This is an optimization exercise on Yosys and OpenROAD, whose aim is small area, a short achievable clock period and few clock cycles per item, not a production implementation. For this run, only the layout was checked, not whether the RTL still works. No activity file was given, so power comes from the tool's default toggle rates.

`constraint.sdc`:
```
create_clock -name core_clock -period 9.0 [get_ports {clk_i}]
set_input_delay 1.8000 -clock core_clock [delete_from_list [all_inputs] [get_ports {clk_i}]]
set_output_delay 1.8000 -clock core_clock [all_outputs]
set_load 0.01 [all_outputs]
```
`design.v`:
```
package hhs_pkg;
  localparam int unsigned CfgIdxW  = 3;
  localparam int unsigned CfgDataW = 16;
  localparam int unsigned InW      = 38;
  localparam int unsigned OutW     = 12;
  localparam logic [1:0] FAULT_OK       = 2'd0;
  localparam logic [1:0] FAULT_OVER_TMP = 2'd1;
  localparam logic [1:0] FAULT_LOW_TMP  = 2'd2;
  localparam logic [1:0] FAULT_FAN      = 2'd3;
  localparam logic [1:0] ModeCold  = 2'd1;
  localparam logic [1:0] ModePower = 2'd2;
  localparam logic [9:0] TempFanHigh   = 10'd250;
  localparam logic [9:0] TempFanLow    = 10'd70;
  localparam logic [9:0] TempSleepCool = 10'd70;
  localparam logic [9:0] TempFanOff    = 10'd40;
  localparam logic [7:0] SleepDuty     = 8'd50;
  localparam logic [15:0] RstSleepTicks  = 16'd100;
  localparam logic [14:0] RstErrorTicks  = 15'd5;
  localparam logic [9:0]  RstMaxTemp     = 10'd520;
  localparam logic [9:0]  RstMinTemp     = 10'd10;
  localparam logic [7:0]  RstMinAir      = 8'd10;
  localparam logic [8:0]  RstCoolLim     = 9'd120;   
  localparam logic [7:0]  RstMaxAirDuty  = 8'd86;    
  localparam logic [7:0]  RstSleepFanDuty = 8'd58;   
  function automatic logic [4:0] air_step(input logic [7:0] level);
    logic [3:0] r;
    logic       b, c;
    r = {level[3] ^ level[0], level[2:0]};
    case (r)
      4'd0:    b = level != 8'd0;
      4'd1:    b = level > 8'd25;
      4'd2:    b = level > 8'd50;
      4'd3:    b = level > 8'd75;
      4'd4:    b = level > 8'd100;
      4'd5:    b = level > 8'd125;
      4'd6:    b = level > 8'd150;
      4'd7:    b = level > 8'd175;
      4'd8:    b = level > 8'd200;
      4'd9:    b = level > 8'd225;
      4'd10:   b = level > 8'd250;
      default: b = 1'b0;
    endcase
    c = level[3] & level[0];
    air_step = {3'b111, c | !b, !(c ^ !b)};
  endfunction
  function automatic logic [7:0] air_sum(input logic [7:0] level, input logic [4:0] step);
    air_sum = {1'b0, level[7:1]} + {4'd0, level[7:4]} + {3'd0, step};
  endfunction
  function automatic logic [7:0] scaled_air(input logic [7:0] level);
    scaled_air = air_sum(level, air_step(level));
  endfunction
  function automatic logic [6:0] temp_duty(input logic [9:0] temp);
    logic [4:0] s;
    logic [3:0] g;
    s = {1'b0, temp[7:4]} + {1'b0, temp[3:0]};
    case (s)
      5'd0: g = 4'd0;
      5'd1: g = 4'd0;
      5'd2: g = 4'd0;
      5'd3: g = 4'd1;
      5'd4: g = 4'd1;
      5'd5: g = 4'd2;
      5'd6: g = 4'd2;
      5'd7: g = 4'd2;
      5'd8: g = 4'd3;
      5'd9: g = 4'd3;
      5'd10: g = 4'd4;
      5'd11: g = 4'd4;
      5'd12: g = 4'd4;
      5'd13: g = 4'd5;
      5'd14: g = 4'd5;
      5'd15: g = 4'd6;
      5'd16: g = 4'd6;
      5'd17: g = 4'd6;
      5'd18: g = 4'd7;
      5'd19: g = 4'd7;
      5'd20: g = 4'd8;
      5'd21: g = 4'd8;
      5'd22: g = 4'd8;
      5'd23: g = 4'd9;
      5'd24: g = 4'd9;
      5'd25: g = 4'd10;
      5'd26: g = 4'd10;
      5'd27: g = 4'd10;
      5'd28: g = 4'd11;
      5'd29: g = 4'd11;
      5'd30: g = 4'd12;
      default: g = 4'd12;
    endcase
    temp_duty = {1'b0, temp[7:4], 2'b0} + {2'b0, temp[7:4], 1'b0} + {3'b0, g};
  endfunction
endpackage
module hhs_cfg_regs (
  input  logic                         clk_i,
  input  logic                         rst_ni,
  input  logic                         we_i,
  input  logic [hhs_pkg::CfgIdxW-1:0]  idx_i,
  input  logic [hhs_pkg::CfgDataW-1:0] data_i,
  input  logic [7:0]                   level_i,
  input  logic [7:0]                   air_duty_i,
  output logic [15:0]                  sleep_ticks_o,
  output logic [14:0]                  error_ticks_o,
  output logic [9:0]                   max_temp_o,
  output logic [9:0]                   min_temp_o,
  output logic [7:0]                   min_air_o,
  output logic [8:0]                   cool_lim_o,
  output logic [7:0]                   max_air_duty_o,
  output logic [7:0]                   sleep_fan_duty_o
);
  logic pend_pto_q, pend_max_air_q, pend_sfl_q;
  always_ff @(posedge clk_i or negedge rst_ni) begin
    if (!rst_ni) begin
      sleep_ticks_o <= hhs_pkg::RstSleepTicks;
      error_ticks_o <= hhs_pkg::RstErrorTicks;
      max_temp_o    <= hhs_pkg::RstMaxTemp;
      min_temp_o    <= hhs_pkg::RstMinTemp;
      min_air_o     <= hhs_pkg::RstMinAir;
    end else if (we_i) begin
      case (idx_i)
        3'd0: sleep_ticks_o <= data_i;
        3'd1: error_ticks_o <= data_i[14:0];
        3'd2: max_temp_o    <= data_i[9:0];
        3'd3: min_temp_o    <= data_i[9:0];
        3'd4: min_air_o     <= data_i[7:0];
        default: ;
      endcase
    end
  end
  always_ff @(posedge clk_i or negedge rst_ni) begin
    if (!rst_ni) begin
      pend_pto_q     <= 1'b0;
      pend_max_air_q <= 1'b0;
      pend_sfl_q     <= 1'b0;
    end else begin
      pend_pto_q     <= we_i && (idx_i == 3'd5);
      pend_max_air_q <= we_i && (idx_i == 3'd6);
      pend_sfl_q     <= we_i && (idx_i == 3'd7);
    end
  end
  always_ff @(posedge clk_i or negedge rst_ni) begin
    if (!rst_ni) begin
      cool_lim_o       <= hhs_pkg::RstCoolLim;
      max_air_duty_o   <= hhs_pkg::RstMaxAirDuty;
      sleep_fan_duty_o <= hhs_pkg::RstSleepFanDuty;
    end else begin
      if (pend_pto_q)     cool_lim_o       <= {1'b0, level_i} + 9'd70;
      if (pend_max_air_q) max_air_duty_o   <= air_duty_i;
      if (pend_sfl_q)     sleep_fan_duty_o <= air_duty_i;
    end
  end
endmodule
module hhs_step (
  input  logic        cold_i,         
  input  logic        docked_i,       
  input  logic        sleep_cool_i,   
  input  logic        air_low_i,
  input  logic        hot_i,
  input  logic        cool_i,
  input  logic        fan_off_i,      
  input  logic [7:0]  duty_sel_i,     
  input  logic [15:0] sleep_ticks_i,
  input  logic [14:0] error_ticks_i,
  input  logic [7:0]  max_air_duty_i,
  input  logic        work_i,
  input  logic [15:0] sleep_cnt_i,
  input  logic [15:0] fault_cnt_i,
  input  logic [1:0]  fault_i,
  input  logic        fan_fault_i,
  input  logic        fan_hold_i,
  input  logic [7:0]  duty_i,
  output logic        work_o,
  output logic [15:0] sleep_cnt_o,
  output logic [15:0] fault_cnt_o,
  output logic [1:0]  fault_o,
  output logic        fan_fault_o,
  output logic        fan_hold_o,
  output logic [7:0]  duty_o,
  output logic        beep_o
);
  logic        sleep_hit, dbl_hit, half_hit;
  logic [15:0] fault_base;
  assign sleep_hit = (sleep_cnt_i != 16'hffff) && (sleep_cnt_i >= sleep_ticks_i);
  assign fault_base = work_i ? fault_cnt_i : 16'd0;
  assign dbl_hit  = work_i ? (fault_cnt_i >= {error_ticks_i, 1'b0})
                           : (error_ticks_i == 15'd0);
  assign half_hit = work_i ? (fault_cnt_i >= {2'b0, error_ticks_i[14:1]})
                           : (error_ticks_i[14:1] == 14'd0);
  always_comb begin
    work_o      = work_i;
    sleep_cnt_o = sleep_cnt_i;
    beep_o      = 1'b0;
    if (!work_i) begin
      if (!docked_i || cold_i) work_o = 1'b1;
    end else if (docked_i && !cold_i && sleep_cool_i) begin
      if (sleep_hit) begin
        work_o      = 1'b0;
        sleep_cnt_o = 16'd0;
        beep_o      = 1'b1;
      end else begin
        sleep_cnt_o = sleep_cnt_i + 16'd1;
      end
    end
    fault_o     = fault_i;
    fault_cnt_o = fault_base;
    if (fault_i == hhs_pkg::FAULT_OK) begin
      if (cold_i) begin
        if (air_low_i) begin
          if (dbl_hit) begin
            fault_o     = hhs_pkg::FAULT_FAN;
            fault_cnt_o = 16'd0;
          end else begin
            fault_cnt_o = fault_base + 16'd1;
          end
        end
      end else if (!docked_i && (hot_i || cool_i || air_low_i)) begin
        if (half_hit && hot_i) begin
          fault_o     = hhs_pkg::FAULT_OVER_TMP;
          fault_cnt_o = 16'd0;
        end else if (dbl_hit && air_low_i) begin
          fault_o     = hhs_pkg::FAULT_FAN;
          fault_cnt_o = 16'd0;
        end else if (dbl_hit && cool_i) begin
          fault_o     = hhs_pkg::FAULT_LOW_TMP;
          fault_cnt_o = 16'd0;
        end else begin
          fault_cnt_o = fault_base + 16'd1;
        end
      end else begin
        fault_cnt_o = 16'd0;
      end
    end else if (docked_i) begin
      fault_o     = hhs_pkg::FAULT_OK;
      fault_cnt_o = 16'd0;
    end
    fan_fault_o = fan_fault_i;
    fan_hold_o  = fan_hold_i;
    duty_o      = duty_i;
    if (!fan_fault_i) begin
      if (fault_o != hhs_pkg::FAULT_OK) begin
        fan_fault_o = 1'b1;
      end else if (work_o) begin
        fan_hold_o = cold_i || !docked_i;
        duty_o     = duty_sel_i;
      end else if (!fan_off_i) begin
        if (!fan_hold_i) duty_o = hhs_pkg::SleepDuty;
      end else if (!fan_hold_i) begin
        fan_hold_o = 1'b1;
        duty_o     = 8'd0;
      end
    end else begin
      duty_o = max_air_duty_i;
      if (fault_o == hhs_pkg::FAULT_OK) fan_fault_o = 1'b0;
    end
  end
endmodule
module heater_handle_supervisor (
  input  logic                         clk_i,
  input  logic                         rst_ni,
  input  logic                         in_valid_i,
  output logic                         in_ready_o,
  input  logic [hhs_pkg::InW-1:0]      in_data_i,
  output logic                         out_valid_o,
  input  logic                         out_ready_i,
  output logic [hhs_pkg::OutW-1:0]     out_data_o,
  input  logic                         cfg_valid_i,
  output logic                         cfg_ready_o,
  input  logic [hhs_pkg::CfgIdxW-1:0]  cfg_index_i,
  input  logic [hhs_pkg::CfgDataW-1:0] cfg_data_i
);
  logic [15:0] sleep_ticks;
  logic [14:0] error_ticks;
  logic [9:0]  max_temp;
  logic [9:0]  min_temp;
  logic [7:0]  min_air;
  logic [8:0]  cool_lim;
  logic [7:0]  max_air_duty;
  logic [7:0]  sleep_fan_duty;
  logic        s0_valid_q;
  logic        s0_docked_q, s0_cold_q, s0_power_q;
  logic [9:0]  s0_temp_q;
  logic        s0_air_low_q;
  logic [7:0]  s0_level_q;
  logic [1:0]  s0_cold_step_q, s0_hot_step_q;
  logic        in_cold;
  logic [4:0]  cold_step, hot_step, cfg_step;
  logic        s1_valid_q;
  logic        s1_docked_q, s1_cold_q, s1_sleep_cool_q, s1_air_low_q;
  logic        s1_hot_q, s1_cool_q, s1_fan_off_q;
  logic [7:0]  s1_duty_sel_q;
  logic [7:0]  air_duty, duty_sel;
  logic        sleep_cool;
  logic        work_q, work_d;
  logic [15:0] sleep_cnt_q, sleep_cnt_d;
  logic [15:0] fault_cnt_q, fault_cnt_d;
  logic [1:0]  fault_q, fault_d;
  logic        fan_fault_q, fan_fault_d;
  logic        fan_hold_q, fan_hold_d;
  logic [7:0]  duty_q, duty_d;
  logic        beep_q, beep_d;
  logic        res_valid_q;
  logic [hhs_pkg::OutW-1:0] res;
  logic        old_valid_q;
  logic        out_valid_q;
  logic [hhs_pkg::OutW-1:0] out_q;
  logic [hhs_pkg::OutW-1:0] res_d;
  logic        in_ready_q;
  logic        accept, full2, en0, en1, adv2;
  logic        s0_valid_d, s1_valid_d, res_valid_d, old_valid_d;
  assign cfg_ready_o = 1'b1;
  assign full2  = res_valid_q && old_valid_q;
  assign adv2   = s1_valid_q && !full2;
  assign en1    = !s1_valid_q || !full2;
  assign en0    = !s0_valid_q || en1;
  assign accept = in_valid_i && in_ready_q;
  assign s0_valid_d   = en0 ? accept : s0_valid_q;
  assign s1_valid_d   = en1 ? s0_valid_q : s1_valid_q;
  assign res_valid_d  = adv2 || (res_valid_q && !(!old_valid_q && out_ready_i));
  assign old_valid_d  = old_valid_q ? !out_ready_i : (res_valid_q && adv2 && !out_ready_i);
  always_ff @(posedge clk_i or negedge rst_ni) begin
    if (!rst_ni) begin
      s0_valid_q   <= 1'b0;
      s1_valid_q   <= 1'b0;
      res_valid_q  <= 1'b0;
      old_valid_q  <= 1'b0;
      out_valid_q  <= 1'b0;
      in_ready_q   <= 1'b1;
    end else begin
      s0_valid_q   <= s0_valid_d;
      s1_valid_q   <= s1_valid_d;
      res_valid_q  <= res_valid_d;
      old_valid_q  <= old_valid_d;
      out_valid_q  <= res_valid_d || old_valid_d;
      in_ready_q   <= !(s0_valid_d && s1_valid_d && res_valid_d && old_valid_d);
    end
  end
  assign in_ready_o = in_ready_q;
  assign in_cold   = (in_data_i[35:34] == hhs_pkg::ModeCold);
  assign cold_step = hhs_pkg::air_step(in_data_i[7:0]);
  assign hot_step  = hhs_pkg::air_step(in_data_i[15:8]);
  assign cfg_step  = hhs_pkg::air_step(cfg_data_i[7:0]);
  always_ff @(posedge clk_i) begin
    if (en0) begin
      s0_docked_q <= !in_data_i[37] && in_data_i[36];
      s0_cold_q   <= in_cold;
      s0_power_q  <= (in_data_i[35:34] == hhs_pkg::ModePower);
      s0_temp_q   <= in_data_i[33:24];
      s0_air_low_q <= in_data_i[23:16] < min_air;
    end
    if (cfg_valid_i) begin
      s0_level_q     <= cfg_data_i[7:0];
      s0_cold_step_q <= cfg_step[1:0];
      s0_hot_step_q  <= cfg_step[1:0];
    end else if (en0) begin
      s0_level_q     <= in_cold ? in_data_i[7:0] : in_data_i[15:8];
      s0_cold_step_q <= cold_step[1:0];
      s0_hot_step_q  <= hot_step[1:0];
    end
  end
  assign air_duty = hhs_pkg::air_sum(s0_level_q, {3'b111, s0_cold_q ? s0_cold_step_q : s0_hot_step_q});
  always_comb begin
    if (s0_cold_q || !s0_docked_q) begin
      duty_sel = air_duty;
    end else if (s0_temp_q >= hhs_pkg::TempFanHigh) begin
      duty_sel = sleep_fan_duty;
    end else if (s0_temp_q >= hhs_pkg::TempFanLow) begin
      duty_sel = {1'b0, hhs_pkg::temp_duty(s0_temp_q)};
    end else begin
      duty_sel = 8'd0;
    end
  end
  assign sleep_cool = s0_power_q ? ({1'b0, s0_temp_q} <= {2'b0, cool_lim})
                                 : (s0_temp_q <= hhs_pkg::TempSleepCool);
  always_ff @(posedge clk_i) begin
    if (en1) begin
      s1_docked_q     <= s0_docked_q;
      s1_cold_q       <= s0_cold_q;
      s1_sleep_cool_q <= sleep_cool;
      s1_air_low_q    <= s0_air_low_q;
      s1_hot_q        <= s0_temp_q >= max_temp;
      s1_cool_q       <= s0_temp_q <= min_temp;
      s1_fan_off_q    <= s0_temp_q < hhs_pkg::TempFanOff;
      s1_duty_sel_q   <= duty_sel;
    end
  end
  hhs_cfg_regs u_cfg (
    .clk_i            (clk_i),
    .rst_ni           (rst_ni),
    .we_i             (cfg_valid_i),
    .idx_i            (cfg_index_i),
    .data_i           (cfg_data_i),
    .level_i          (s0_level_q),
    .air_duty_i       (air_duty),
    .sleep_ticks_o    (sleep_ticks),
    .error_ticks_o    (error_ticks),
    .max_temp_o       (max_temp),
    .min_temp_o       (min_temp),
    .min_air_o        (min_air),
    .cool_lim_o       (cool_lim),
    .max_air_duty_o   (max_air_duty),
    .sleep_fan_duty_o (sleep_fan_duty)
  );
  hhs_step u_step (
    .cold_i         (s1_cold_q),
    .docked_i       (s1_docked_q),
    .sleep_cool_i   (s1_sleep_cool_q),
    .air_low_i      (s1_air_low_q),
    .hot_i          (s1_hot_q),
    .cool_i         (s1_cool_q),
    .fan_off_i      (s1_fan_off_q),
    .duty_sel_i     (s1_duty_sel_q),
    .sleep_ticks_i  (sleep_ticks),
    .error_ticks_i  (error_ticks),
    .max_air_duty_i (max_air_duty),
    .work_i         (work_q),
    .sleep_cnt_i    (sleep_cnt_q),
    .fault_cnt_i    (fault_cnt_q),
    .fault_i        (fault_q),
    .fan_fault_i    (fan_fault_q),
    .fan_hold_i     (fan_hold_q),
    .duty_i         (duty_q),
    .work_o         (work_d),
    .sleep_cnt_o    (sleep_cnt_d),
    .fault_cnt_o    (fault_cnt_d),
    .fault_o        (fault_d),
    .fan_fault_o    (fan_fault_d),
    .fan_hold_o     (fan_hold_d),
    .duty_o         (duty_d),
    .beep_o         (beep_d)
  );
  always_ff @(posedge clk_i or negedge rst_ni) begin
    if (!rst_ni) begin
      work_q      <= 1'b0;
      sleep_cnt_q <= 16'd0;
      fault_cnt_q <= 16'd0;
      fault_q     <= hhs_pkg::FAULT_OK;
      fan_fault_q <= 1'b0;
      fan_hold_q  <= 1'b0;
      duty_q      <= 8'd0;
      beep_q      <= 1'b0;
    end else if (adv2) begin
      work_q      <= work_d;
      sleep_cnt_q <= sleep_cnt_d;
      fault_cnt_q <= fault_cnt_d;
      fault_q     <= fault_d;
      fan_fault_q <= fan_fault_d;
      fan_hold_q  <= fan_hold_d;
      duty_q      <= duty_d;
      beep_q      <= beep_d;
    end
  end
  assign res   = {work_q, fault_q, duty_q, beep_q};
  assign res_d = adv2 ? {work_d, fault_d, duty_d, beep_d} : res;
  always_ff @(posedge clk_i) begin
    if (!old_valid_d) out_q <= res_d;
  end
  assign out_valid_o = out_valid_q;
  assign out_data_o  = out_q;
endmodule
```
`standard.sh`:
```
#!/bin/bash
# synth_recipe.tcl (not shown) runs the flow's synth.tcl, then flattens the netlist and writes it again
# the make line also repeats each setting of config.mk as NAME=value (left out here)
make -C /OpenROAD-flow-scripts/flow DESIGN_CONFIG=/design/flow/config.mk WORK_HOME=/design/flow/orfs CLKGATE_MAP_FILE= SYNTH_SCRIPT=/design/flow/synth_recipe.tcl "${@:-finish}"
```
`config.mk`:
```
export PLATFORM = sky130hd
export DESIGN_NAME = heater_handle_supervisor
export DESIGN_NICKNAME = heater_handle_supervisor
export VERILOG_FILES = /design/flow/design.v
export SDC_FILE = /design/flow/constraint.sdc
export NUM_CORES = 4
export LEC_CHECK = 0
export CAP_MARGIN = 20
export CORE_MARGIN = 2
export CORE_UTILIZATION = 40
export CTS_BUF_LIST = sky130_fd_sc_hd__clkbuf_8
export SLEW_MARGIN = 20
```
`flow/run.sh`:
```
#!/bin/bash
# Layout: the standard flow (standard.sh, which runs the standard synthesis
# unchanged) with two settings changed: the ports are buffered with
# sky130_fd_sc_hd__buf_1 (buffer_ports' own pick is a delay buffer), and the
# timing repair aims for 6 ns of setup slack at the design's clock period.
# The make output goes to standard_flow.log; ORFS's logs stay under orfs/logs.
set -euo pipefail
bash standard.sh SETUP_SLACK_MARGIN=5.8 "BUFFER_PORTS_ARGS=-buffer_cell sky130_fd_sc_hd__buf_1" finish > standard_flow.log 2>&1
```
==> impl_metrics.json <==
{
  "ir_drop_mv": 0.109,
  "p_switching_mw": 1.12,
  "clk_pin_slew_worst_paths_ns": 0.12,
  "area_growth_pct": 14.8,
  "grt_usage_pct": 19.3,
  "grt_pass1_wl_um": 47300,
  "status": "timing/DRC/antenna clean",
  "crit_required_ns": 9.24,
  "r2r_start": "s0_temp_q[4]",
  "antenna_cells": 0,
  "timing.fmax_ghz": 0.278,
  "via_per_inst": 5.31,
  "crit_chain": "ha_2 > fa_2 > a21o_1 > a21oi_2 > nor2_2 > buf_4 > nand2_1 > o21ai_1 > fa_1 > ha_4 > fa_2 > a21o_1 > a21o_1 > a22oi_2 > o21ai_1",
  "critical_path_arrival_ns": 3.83,
  "syn_nets": 1415,
  "synth-seq-cells": 192,
  "ant_nets": 0,
  "grt_max_degree": 68,
  "worst-setup-path-type": "flop to flop",
  "hp-class": "flop to flop",
  "fin_crit_sh_pct": 40.0,
  "hold_path_depth": 0,
  "cp-start-kind": "flop",
  "hold_end": "s1_air_low_q",
  "fp.dieH_um": 176,
  "worstMarginPinSlew_ns": 0.964,
  "cts_inserted_buffers": 17,
  "final_net_count": 1508,
  "p_sw_share_pct": 37.7,
  "synth_edf_count": 53,
  "hp-start": "s0_air_low_q",
  "root_buffer": "clkbuf_8",
  "cp_top_family": "adder cells",
  "drc": 0,
  "fin_ws_ns": 5.40,
  "cts_tree": "done",
  "rsz0062_at_grt": "true",
  "dieArea_mm2": 0.0310,
  "power_frac_clock_pct": 20.5,
  "slowest_delay_ns": 0.49,
  "gp_congestion": 0.815,
  "p_leak_nw": 6.06,
  "critPathCaptureType": "flop",
  "drtIter0Drc": 689,
  "power_frac_seq_pct": 43.1,
  "cts_max_level": 4,
  "firstDrtPassIters": 4,
  "postSynthAreaPerCell_um2": 9.65,
  "worst_path_most_repeated_cell": "a21o_1",
  "grt_pass1_vias": 8805,
  "yosysWarnings": 3,
  "synthesis.area_mm2": 0.0118,
  "place_ws_ns": 4.83,
  "wirelength_um": 29000,
  "period_needed_ns": 3.60,
  "cts_buffer_depth": 2,
  "setup_tns_ns": 0,
  "r2r_setup_slack_ns": 5.40,
  "internal_power_mw": 1.85,
  "hpwl_um": 21100,
  "antenna_found_initial": 0,
  "cp_max_fo": 3,
  "p_per_area_mw_per_mm2": 219,
  "ys_seq_area_share_pct": 43.1,
  "drive_gt1_share_pct": 15.5,
  "p_comb_share_pct": 36.5,
  "pin_count": 77,
  "slew_viol_final": 0,
  "num_vias": 9111,
  "rows": 62,
  "maxCapViolCount": 0,
  "fp.coreArea_mm2": 0.0289,
  "synthFlopType": "dfrtp_1",
  "routedWlPerCell_um": 16.9,
  "start_util_pct": 40.9,
  "critical_path_buf_inv_count": 1,
  "die_w_um": 176,
  "synthArstFlopShare_pct": 72.4,
  "overflow": 0,
  "ys_types": 82,
  "hold_slack_ns": 0.433,
  "setup_viol": 0,
  "hold_viol": 0,
  "finClkSkew_ns": 0.0227,
  "portBuffers": 75,
  "clock-sinks": 192,
  "reg2reg_depth": 15,
  "cpMaxStageDelayCell": "fa_1",
  "postSynthCellCount": 1227,
  "clk_latency_ns": 0.49,
  "r2r-end": "s1_duty_sel_q[6]",
  "totalPowerFinal_mw": 2.97,
  "relSlewSlack_pct": 35.8
}
==> metrics by stage <==
stage,area [µm²],cells,utilization [%]
floorplan,12000,1227,-
global placement,12600,1651,43.4
detailed placement,12600,1651,43.4
CTS,13200,1701,45.7
global route,13600,1717,47.0
finish,13600,1717,47.0
==> power by group through the flow <==
stage	clock [mW]	combinational [mW]	sequential (mW)
finish	0.608	1.08	1.28
global route	0.664	1.23	1.31
CTS	0.627	1.04	1.28
detailed placement	0	0.977	1.30
global placement	0	0.949	1.30
floorplan	0	0.732	1.26
==> per-layer routing <==
metal  global-route usage, %  part of all wire [%]  vias to the layer above
met2                    31.3                    47                      177
met4                    4.55                   1.5                        0
met1                    27.3                    48                     4394
met3                    2.63                   3.4                       24
li1                        -                     -                     4516
met5                       0                     0                        -
==> cell families after synthesis <==
logic type	synth area share [%]
and+or+nand+nor	14.8
AOI/OAI and AO/OA	15.9
DFF	43.1
buffers and inverters	5.21
adders and majority gates	13.8
muxes	5.51
xor gates and xnor gates	1.70
other	0.0317
==> repair_timing <==
item | 4_1_cts | 5_1_grt
pin swaps | 18 | 32
setup endpoints to repair | 50 | 88
hold buffers | 0 | 0
buffers inserted | 18 | 16
endpoints found under the hold margin | 0 | 0
gates resized for setup | 32 | 74
==> registers in the layout (all words and copies together), names as in the netlist, 2 cells and up <==
signal	flops
duty_q	8
fault_cnt_q	16
fault_q	2
out_q	12
s0_cold_step_q	2
s0_hot_step_q	2
s0_level_q	8
s0_temp_q	10
s1_duty_sel_q	8
sleep_cnt_q	16
u_cfg.cool_lim_o	9
u_cfg.error_ticks_o	15
u_cfg.max_air_duty_o	8
u_cfg.max_temp_o	10
u_cfg.min_air_o	8
u_cfg.min_temp_o	10
u_cfg.sleep_fan_duty_o	8
u_cfg.sleep_ticks_o	16
==> worst register-to-register path: stages (launching register included) <==
cell,delay [ns]
edfxtp_1,0.44
ha_2,0.23
fa_2,0.36
a21o_1,0.20
a21oi_2,0.17
nor2_2,0.07
buf_4,0.14
nand2_1,0.09
o21ai_1,0.09
fa_1,0.49
ha_4,0.19
fa_2,0.35
a21o_1,0.17
a21o_1,0.18
a22oi_2,0.13
o21ai_1,0.08
==> worst max path at each step <==
stage	cells after the start	to	startpoint
2_1_floorplan	14	s1_duty_sel_q[6]	s0_temp_q[4]
3_3_place_gp	4	u_cfg.max_temp_o[0]	cfg_valid_i
3_5_place_dp	4	u_cfg.max_temp_o[0]	cfg_valid_i
4_1_cts	15	s1_duty_sel_q[6]	s0_temp_q[4]
5_1_grt	15	s1_duty_sel_q[6]	s0_temp_q[5]
6_report	15	s1_duty_sel_q[6]	s0_temp_q[4]
==> synthesized netlist by cell type, types with 5 or more instances <==
library cell	n	share of area, %
and3_1	9	0.48
a21o_1	23	1.5
dfstp_2	24	5.3
or2_2	5	0.26
a31oi_1	10	0.53
edfxtp_1	53	13
nor3_1	20	0.85
o31ai_1	5	0.32
xor2_1	11	0.81
nand2b_1	18	0.95
o21ai_0	117	4.9
nand3_1	26	1.1
nor2b_1	8	0.42
a21oi_1	69	2.9
ha_1	119	13
xnor2_1	12	0.89
dfrtp_1	115	24
nor2_1	76	2.4
or3_1	5	0.26
o211ai_1	9	0.57
nand2_1	147	4.7
mux2_2	30	2.9
mux2i_1	28	2.4
nor4_1	6	0.32
clkbuf_1	35	1.1
fa_1	7	1.2
a22oi_1	8	0.51
and2_1	9	0.48
inv_1	118	3.7
nand4_1	17	0.90
a221oi_1	5	0.37
==> area by class of cell <==
class | count | area, µm²
fillers | 2705 | 15300
multi-input cells | 876 | 6400
flip-flops and latches | 192 | 5100
repair buffers | 115 | 736
well taps | 384 | 480
inverters | 118 | 445
clock buffers | 17 | 234
clock inverters | 15 | 198
==> cell usage in the layout, fill, tap and decap left out, types with 6 or more instances in the layout <==
| cell type | n |
|---|---|
| nand2_1 | 144 |
| inv_1 | 117 |
| dfrtp_1 | 114 |
| ha_1 | 113 |
| o21ai_0 | 108 |
| nor2_1 | 73 |
| a21oi_1 | 63 |
| buf_1 | 58 |
| edfxtp_1 | 53 |
| buf_4 | 38 |
| mux2_2 | 30 |
| mux2i_1 | 28 |
| nand3_1 | 26 |
| dfstp_2 | 24 |
| a21o_1 | 23 |
| nand2b_1 | 18 |
| nand4_1 | 17 |
| clkbuf_8 | 17 |
| nor3_1 | 16 |
| o21ai_1 | 11 |
| xnor2_1 | 11 |
| xor2_1 | 10 |
| a31oi_1 | 10 |
| o211ai_1 | 9 |
| and2_1 | 9 |
| and3_1 | 9 |
| buf_6 | 9 |
| nor2b_1 | 8 |
| a21oi_2 | 7 |
| nor4_1 | 6 |

## static timing again, ports no longer ideal
The flow's constraints put no driver on any port. The routed layout listed below was extracted and timed again, unchanged, in two steps.
Step 1: set_driving_cell puts a clkbuf_16 on clk_i and a buf_2 on each other input, an assumption about the parent block.
Step 2 adds t to the input delays and takes it off the output delays; t is the mean of the earliest and latest rising clock arrival at the registers after step 1. Input paths then give back, and output paths get back, about the clock's delay inside the block.
a / b / c = ideal / step 1 / step 2; a / b = the first two.
t, ns: 0.518
setup WS [ns]: 5.404 / 5.404 / 5.239
hold slack, ns: 0.433 / 0.433 / 0.433
slew at the worst register clock pin (ns): 0.13 / 0.13
After both steps this run still meets setup and hold. The setup slack of this run moves by 0.000 ns with the drivers and by -0.165 ns with both steps.
